From an optimization exercise on the open Yosys and OpenROAD flow, aimed at a short achievable clock period; shortcuts taken in it are not production practice. RTL that was checked went through simulation tests only; none was proved equivalent to the original. Power and IR drop assume default switching activity.

== lane 1 ==
// br_predictor_btb
module br_predictor_btb
#(
   parameter  int ENTRIES = 16,
   parameter  int HIST_W  = 4,
   localparam int IDX_W   = $clog2(ENTRIES)
) (
   input  logic              CLK,
   input  logic              nRST,
   input  logic [31:0]       lookup_pc,
   output logic              hit,
   output logic              predict,
   output logic [31:0]       pred_target,
   output logic [HIST_W-1:0] pred_hist,
   input  logic              pc_en,
   input  logic              upd_valid,
   input  logic [31:0]       upd_pc,
   input  logic              upd_taken,
   input  logic [31:0]       upd_target,
   input  logic              upd_pred,
   input  logic [HIST_W-1:0] upd_hist,
   output logic [31:0]       br_count,
   output logic [31:0]       mispred_count
);
Size: ~3300 cells after synthesis, roughly 1000 flip-flops, roughly 210 I/O pins, ~0.048 mm2 of cells after synthesis.
clock: 7.0 ns
lec_check: 0
cap_margin: 20
core_margin: 2
core_utilization: 40
setup_slack_margin: 3.5
slew_margin: 20
synth_hierarchical: 1
tns_end_percent: 10
standard.sh (not shown) runs the stock make flow with config.mk's settings and CLKGATE_MAP_FILE= SYNTH_SCRIPT=/design/flow/synth_recipe.tcl, a recipe that flattens the netlist after the stock synthesis.
==> flow/flow/run.sh <==
#!/bin/bash
# The standard layout, with the lookup's pins grouped on one stretch of the
# top edge (flow/io.tcl, read by ORFS's floorplan step through IO_CONSTRAINTS).
set -euo pipefail
cd "$(dirname "$0")/.."
bash standard.sh "IO_CONSTRAINTS=$PWD/flow/io.tcl" finish > standard.log 2>&1
==> flow/flow/io.tcl <==
# Put the lookup's inputs and outputs together on one stretch of the top edge,
# so the combinational lookup path (lookup_pc -> hit/predict/pred_target) is short.
set_io_pin_constraint -region top:80-270 -pin_names {lookup_pc[2] lookup_pc[3] lookup_pc[4] lookup_pc[5] lookup_pc[6] lookup_pc[7] lookup_pc[8] lookup_pc[9] lookup_pc[10] lookup_pc[11] lookup_pc[12] lookup_pc[13] lookup_pc[14] lookup_pc[15] lookup_pc[16] lookup_pc[17] lookup_pc[18] lookup_pc[19] lookup_pc[20] lookup_pc[21] lookup_pc[22] lookup_pc[23] lookup_pc[24] lookup_pc[25] lookup_pc[26] lookup_pc[27] lookup_pc[28] lookup_pc[29] lookup_pc[30] lookup_pc[31] pred_target[0] pred_target[1] pred_target[2] pred_target[3] pred_target[4] pred_target[5] pred_target[6] pred_target[7] pred_target[8] pred_target[9] pred_target[10] pred_target[11] pred_target[12] pred_target[13] pred_target[14] pred_target[15] pred_target[16] pred_target[17] pred_target[18] pred_target[19] pred_target[20] pred_target[21] pred_target[22] pred_target[23] pred_target[24] pred_target[25] pred_target[26] pred_target[27] pred_target[28] pred_target[29] pred_target[30] pred_target[31] hit predict}
What lane 2 does differently from lane 1 at the input level:
Settings: CORE_UTILIZATION now 55, was 40.
==> flow/flow/io.tcl <==
# Put the lookup's inputs and outputs together on one stretch of the top edge,
# so the combinational lookup path (lookup_pc -> hit/predict/pred_target) is short.
set_io_pin_constraint -region top:60-230 -pin_names {lookup_pc[2] lookup_pc[3] lookup_pc[4] lookup_pc[5] lookup_pc[6] lookup_pc[7] lookup_pc[8] lookup_pc[9] lookup_pc[10] lookup_pc[11] lookup_pc[12] lookup_pc[13] lookup_pc[14] lookup_pc[15] lookup_pc[16] lookup_pc[17] lookup_pc[18] lookup_pc[19] lookup_pc[20] lookup_pc[21] lookup_pc[22] lookup_pc[23] lookup_pc[24] lookup_pc[25] lookup_pc[26] lookup_pc[27] lookup_pc[28] lookup_pc[29] lookup_pc[30] lookup_pc[31] pred_target[0] pred_target[1] pred_target[2] pred_target[3] pred_target[4] pred_target[5] pred_target[6] pred_target[7] pred_target[8] pred_target[9] pred_target[10] pred_target[11] pred_target[12] pred_target[13] pred_target[14] pred_target[15] pred_target[16] pred_target[17] pred_target[18] pred_target[19] pred_target[20] pred_target[21] pred_target[22] pred_target[23] pred_target[24] pred_target[25] pred_target[26] pred_target[27] pred_target[28] pred_target[29] pred_target[30] pred_target[31] hit predict}
## What came out
Total global-route track usage, lane 2 and lane 1, higher one = lane 2.
Compared with lane 1, lane 2 shows via-per-instance ratio that has gone up by more than 10%.
Lane 2 vs lane 1, fraction of area in multi-input gates went up by 0.17 points.
Lane 2 ended up with a higher final antenna diode count than lane 1 did.
Initial standard-cell utilization of the core in lane 2 is 15 points higher than in lane 1
On number of buffers created by CTS: lane 2 sits below lane 1.
Lane 2 vs lane 1 on overall die area: lane 2 is the lower one.
No run of this note included a check of the RTL's function; only the layout flow was run.

========
Setup of v6:
Another version of the RTL of br_predictor_btb (not shown whole).
For scale: ~1000 flip-flops, about 210 I/O pins.
Settings: LEC_CHECK=0, CAP_MARGIN=20, CORE_MARGIN=2, CORE_UTILIZATION=40, SETUP_SLACK_MARGIN=3.5, SLEW_MARGIN=20, SYNTH_HIERARCHICAL=1, TNS_END_PERCENT=10; clock period 7.0 ns.
==> flow/flow/io.tcl <==
# Put the lookup's inputs and outputs together on one stretch of the top edge,
# so the combinational lookup path (lookup_pc -> hit/predict/pred_target) is short.
set_io_pin_constraint -region top:115-235 -pin_names {lookup_pc[2] lookup_pc[3] lookup_pc[4] lookup_pc[5] lookup_pc[6] lookup_pc[7] lookup_pc[8] lookup_pc[9] lookup_pc[10] lookup_pc[11] lookup_pc[12] lookup_pc[13] lookup_pc[14] lookup_pc[15] lookup_pc[16] lookup_pc[17] lookup_pc[18] lookup_pc[19] lookup_pc[20] lookup_pc[21] lookup_pc[22] lookup_pc[23] lookup_pc[24] lookup_pc[25] lookup_pc[26] lookup_pc[27] lookup_pc[28] lookup_pc[29] lookup_pc[30] lookup_pc[31] pred_target[0] pred_target[1] pred_target[2] pred_target[3] pred_target[4] pred_target[5] pred_target[6] pred_target[7] pred_target[8] pred_target[9] pred_target[10] pred_target[11] pred_target[12] pred_target[13] pred_target[14] pred_target[15] pred_target[16] pred_target[17] pred_target[18] pred_target[19] pred_target[20] pred_target[21] pred_target[22] pred_target[23] pred_target[24] pred_target[25] pred_target[26] pred_target[27] pred_target[28] pred_target[29] pred_target[30] pred_target[31] hit predict}
Scripts as last shown in full above: flow/flow/run.sh
### v6 -> v7
==> flow/flow/run.sh <==
#!/bin/bash
# The standard layout, with the lookup's pins grouped on one stretch of the
# top edge (flow/io.tcl, read by ORFS's floorplan step through IO_CONSTRAINTS)
# and timing-driven global placement weighting its critical nets harder.
set -euo pipefail
cd "$(dirname "$0")/.."
bash standard.sh "IO_CONSTRAINTS=$PWD/flow/io.tcl" \
  "GLOBAL_PLACEMENT_ARGS=-timing_driven_net_weight_max 8 -timing_driven_nets_percentage 15" \
  finish > standard.log 2>&1
==> flow/flow/io.tcl <==
# Put the data pins on the top edge: the lookup's inputs and outputs together
# in the middle, the update's PC and controls to the left, its target to the
# right, so the tag and target storage gathers near the lookup pins.
set_io_pin_constraint -region top:115-235 -pin_names {lookup_pc[2] lookup_pc[3] lookup_pc[4] lookup_pc[5] lookup_pc[6] lookup_pc[7] lookup_pc[8] lookup_pc[9] lookup_pc[10] lookup_pc[11] lookup_pc[12] lookup_pc[13] lookup_pc[14] lookup_pc[15] lookup_pc[16] lookup_pc[17] lookup_pc[18] lookup_pc[19] lookup_pc[20] lookup_pc[21] lookup_pc[22] lookup_pc[23] lookup_pc[24] lookup_pc[25] lookup_pc[26] lookup_pc[27] lookup_pc[28] lookup_pc[29] lookup_pc[30] lookup_pc[31] pred_target[0] pred_target[1] pred_target[2] pred_target[3] pred_target[4] pred_target[5] pred_target[6] pred_target[7] pred_target[8] pred_target[9] pred_target[10] pred_target[11] pred_target[12] pred_target[13] pred_target[14] pred_target[15] pred_target[16] pred_target[17] pred_target[18] pred_target[19] pred_target[20] pred_target[21] pred_target[22] pred_target[23] pred_target[24] pred_target[25] pred_target[26] pred_target[27] pred_target[28] pred_target[29] pred_target[30] pred_target[31] hit predict}
set_io_pin_constraint -region top:20-110 -pin_names {upd_pc[2] upd_pc[3] upd_pc[4] upd_pc[5] upd_pc[6] upd_pc[7] upd_pc[8] upd_pc[9] upd_pc[10] upd_pc[11] upd_pc[12] upd_pc[13] upd_pc[14] upd_pc[15] upd_pc[16] upd_pc[17] upd_pc[18] upd_pc[19] upd_pc[20] upd_pc[21] upd_pc[22] upd_pc[23] upd_pc[24] upd_pc[25] upd_pc[26] upd_pc[27] upd_pc[28] upd_pc[29] upd_pc[30] upd_pc[31] upd_valid pc_en upd_taken upd_pred}
set_io_pin_constraint -region top:240-330 -pin_names {upd_target[0] upd_target[1] upd_target[2] upd_target[3] upd_target[4] upd_target[5] upd_target[6] upd_target[7] upd_target[8] upd_target[9] upd_target[10] upd_target[11] upd_target[12] upd_target[13] upd_target[14] upd_target[15] upd_target[16] upd_target[17] upd_target[18] upd_target[19] upd_target[20] upd_target[21] upd_target[22] upd_target[23] upd_target[24] upd_target[25] upd_target[26] upd_target[27] upd_target[28] upd_target[29] upd_target[30] upd_target[31]}
Findings:
- For v6, the critical-path cell with the highest stage delay was nor4_4, unlike v7, where it was nor2b_4.
- Final critical delay including setup and external delays: v6 and v7 compared, lower one is v7
- From v6 to v7 the numbers moved as follows: ratio of cells with drive above 1 in the final layout now sits higher, required time reported for the critical path endpoint now sits at about the same level, fraction of power consumed by the clock network now sits lower, wire length now sits higher.

[afterwards: timing with drivers on the ports]
No port has a modelled driver above. Below, the same layouts with a new extraction and two added sets of constraints. Step 1 (the two cells are an assumption about what drives the block):
set clk [get_ports {CLK}]
set_driving_cell -lib_cell sky130_fd_sc_hd__clkbuf_16 $clk
set_driving_cell -lib_cell sky130_fd_sc_hd__buf_2 [delete_from_list [all_inputs] $clk]
Step 2 adds t to the input delays and takes it off the output delays; t is the mean of the earliest and latest rising clock arrival at the registers after step 1. Input paths then give back, and output paths get back, about the clock's delay inside the block. Slacks: no drivers / after step 1 / after step 2; pairs: no drivers / after step 1.
| run | shift t [ns] | setup WS [ns] | pins driven straight from the clock port |
|---|---|---|---|
| lane 1 | 0.777 | 1.938 / 1.692 / 1.692 | 1 |
| lane 2 | 0.752 | 1.894 / 1.662 / 1.662 | 1 |
| v6 | 0.774 | 2.030 / 1.841 / 1.841 | 1 |
| v7 | 0.778 | 2.193 / 1.988 / 1.988 | 1 |
After both steps setup and hold are still met in every run listed. The setup slack of lane 1, which loses most, moves by -0.246 ns with the drivers and by -0.246 ns with both steps.
